This design comes from an exercise in tuning for small area and a short achievable clock period on the open sky130 flow, not from production work. In this exercise RTL edits were held to simulation tests only and were not proved equivalent to the original. No activity file was given, so power comes from the tool's default toggle rates.

Design parallel_accumulator, start of the top module:
module parallel_accumulator (
    input  logic                   clk,
    input  logic                   rst,
    input  logic [16-1:0][32-1:0] in_values,
    input  logic [16-1:0][4-1:0]    in_ids,
    input  logic                   in_valid,
    input  logic [4-1:0][16-1:0]   in_dst_ids,
    input  logic [4-1:0][16-1:0] in_src_masks,
    input  logic [4-1:0] in_dst_valid,
    output logic [16-1:0][32-1:0] sums,
    output logic [16-1:0][4-1:0]    out_ids,
    output logic [16-1:0]   seg_end,
    output logic                   out_valid,
    output logic [4-1:0][16-1:0]   out_dst_ids,
    output logic [4-1:0][16-1:0] out_src_masks,
    output logic [4-1:0] out_dst_valid
);
    localparam int W = 32;
    logic [5:0] vld;
    logic [4-1:0][16-1:0] dst_ids_q [6];
    logic [4-1:0][16-1:0] masks_q [6];
    logic [4-1:0] dvalid_q [6];
    logic [16-1:0][4-1:0] ids_q [6];
    logic g1_1;
    logic g1_3;
    logic g1_5;
    logic g1_7;
    logic g1_9;
    logic g1_11;
    logic g1_13;
    logic g1_15;
    logic g2_2;
  ...
Size: about 7600 cells after synthesis, ~1400 I/O pins.
==> flow/config.mk <==
export PLATFORM = sky130hd
export DESIGN_NAME = parallel_accumulator
export DESIGN_NICKNAME = parallel_accumulator
export VERILOG_FILES = /design/flow/design.v
export SDC_FILE = /design/flow/constraint.sdc
export NUM_CORES = 4
export LEC_CHECK = 0
export CAP_MARGIN = 20
export CORE_MARGIN = 2
export CORE_UTILIZATION = 40
export SLEW_MARGIN = 20
==> flow/constraint.sdc <==
create_clock -name core_clock -period 4.5 [get_ports {clk}]
set_input_delay 0.9000 -clock core_clock [delete_from_list [all_inputs] [get_ports {clk}]]
set_output_delay 0.9000 -clock core_clock [all_outputs]
set_load 0.01 [all_outputs]
run.sh (not shown) runs the stock make flow with config.mk's settings and CLKGATE_MAP_FILE= SYNTH_SCRIPT=/design/flow/synth_recipe.tcl, a recipe that flattens the netlist after the stock synthesis.
The first run completed with no timing, DRC or antenna violations.
Next try:
==> flow/flow/run.sh (new file) <==
#!/bin/bash
# The standard layout (standard.sh), with the port buffers made from the small buf_1 cell
# instead of the cell buffer_ports picks by default. Everything else is the standard flow.
set -euo pipefail
bash standard.sh "BUFFER_PORTS_ARGS=-buffer_cell sky130_fd_sc_hd__buf_1" finish > standard_flow.log 2>&1
==> flow/standard.sh (new file) <==
#!/bin/bash
# synth_recipe.tcl (not shown) runs the flow's synth.tcl, then flattens the netlist and writes it again
# the make line also repeats each setting of config.mk as NAME=value (left out here)
make -C /OpenROAD-flow-scripts/flow DESIGN_CONFIG=/design/flow/config.mk WORK_HOME=/design/flow/orfs CLKGATE_MAP_FILE= SYNTH_SCRIPT=/design/flow/synth_recipe.tcl "${@:-finish}"
CTS_CLUSTER_DIAMETER = 70   (was default)
CTS_CLUSTER_SIZE = 22   (was default)
removed: flow/run.sh
- The changed run finished with timing, DRC and antenna clean
- hold slack gets worse by 180 ps
- sequential share of layout area went up by 6.4 points
- routed wire length drops by a few percent
- sequential cell count stays the same
- clock-buffer cell count fell by 321
- clock power falls by a quarter to a third
- die area stays the same
- setup slack got worse by 65 ps


run 1:
parallel_accumulator, a different RTL version from the one above (not shown whole).
Size: roughly 6800 cells after synthesis, about 3800 flip-flops, roughly 1400 I/O pins.
clock: 4.5 ns
lec_check: 0
cap_margin: 20
core_margin: 2
core_utilization: 65
cts_cluster_diameter: 80
cts_cluster_size: 26
setup_slack_margin: 1.0
slew_margin: 20
standard.sh (not shown) runs the stock make flow with config.mk's settings and CLKGATE_MAP_FILE= SYNTH_SCRIPT=/design/flow/synth_recipe.tcl, a recipe that flattens the netlist after the stock synthesis.
==> flow/flow/run.sh <==
#!/bin/bash
# The standard layout (standard.sh), with the port buffers made from the small buf_1 cell
# instead of the cell buffer_ports picks by default. Everything else is the standard flow.
set -euo pipefail
bash standard.sh "BUFFER_PORTS_ARGS=-buffer_cell sky130_fd_sc_hd__buf_1" finish > standard_flow.log 2>&1
Every stage of the flow completed for run 1, and the final layout passed the timing, design-rule and antenna checks.
Inputs modified between run 1 and run 2:
Settings: CORE_UTILIZATION changed from 65 to 75.
Findings:
In the summary table, run 2 is marked failed, with error PPL-0024 raised in I/O pin placement. Taking run 2 as 1.0, run 1 lands at 1.07 on die extent in x. Summary of run 2 over run 1: number of instances in the synthesized netlist ~0 delta; die boundary height went down 6.8%; initial standard-cell utilization of the core increased by 9.8 points relative to the old numbers. Count of unique library cells instantiated by Yosys: run 2 vs run 1 identical. Compared run 1 against run 2; share of the synthesized netlist area taken by xor and xnor gates within noise. For the floorplan row count, run 2 came in 10 lower than run 1 did.
Input-level comparison between run 3 and run 2:
Settings: SETUP_SLACK_MARGIN now 0.8, was 1.0; CORE_UTILIZATION now 60, was 75.
Findings:
Among run 2 and run 3, a clean, completed layout was produced by run 3 alone. Run 2: it failed during I/O pin placement, and the tool reported PPL-0024. Taking run 2 as the reference, in run 3 share of the synthesized netlist area taken by xor and xnor gates flat; starting density of the core down 15 points. Run 3 against run 2: horizontal die dimension +45 µm; synthesized area per cell closely matched the old numbers; number of enable flip-flop cells after synthesis about even; net count after synthesis saw little to no change.
Input changes introduced in run 4 (baseline for comparison: run 3):
Settings: SETUP_SLACK_MARGIN no longer set, was 0.8; CORE_UTILIZATION now 40, was 60.
--- outcome ---
Summary: with run 3 as the reference, total power in run 4 moved up slightly. On portion of total power attributed to combinational logic: run 4 sits below run 3. Compared with run 3, run 4 ends up with more cell area. | multi-input combinational cell area | lower: run 4 |.
Inputs modified between run 4 and run 5:
Settings: an added SETUP_SLACK_MARGIN of 2.0.
Findings:
Per the comparison of run 5 with run 4, power climbed 1.9 mW; area of the multi-input gates went up; critical path depth +1.
Normalized max-slew margin across run 5 and run 4: no real change.
Run 4 did not stop at any stage, and its layout met the timing, design-rule and antenna checks.
Run 5 finished end to end and its layout was clean on timing, DRC and antenna.
Compared with run 4, in run 5 sequential cell area saw an increase; wire length of the first global-routing pass saw an increase; depth of the worst register-to-register path higher.

re-timing with driven ports:
Ports are ideal in the flow. The routed layouts listed here were re-timed in OpenROAD. Step 1 sets driving cells, clkbuf_16 on the clock port and buf_2 on the other inputs (assumed; they add their load-dependent delay and slew). Step 2 moves the port delays by t, midway between the first and last clock arrival at a register: inputs arrive t later, outputs are due t later. That takes back most of the time a late clock gives input paths. Slacks: no drivers / after step 1 / after step 2; pairs: no drivers / after step 1.
run | t, ns | slack for setup (ns) | cell pins on the clock port's net
the first run of note 1 | 1.020 | 0.688 / 0.603 / -0.236 | 1
the second run of note 1 | 0.961 | 0.623 / 0.623 / -0.046 | 1
run 1 | 0.941 | 0.828 / 0.828 / -0.043 | 1
run 3 | 0.948 | 0.840 / 0.840 / -0.028 | 1
run 4 | 0.973 | 0.355 / 0.355 / -0.401 | 1
run 5 | 0.957 | 0.735 / 0.735 / -0.016 | 1
With both steps, setup timing fails in every run listed, where it was met with ideal ports. The setup slack of the first run of note 1, which loses most, moves by -0.085 ns with the drivers and by -0.924 ns with both steps.
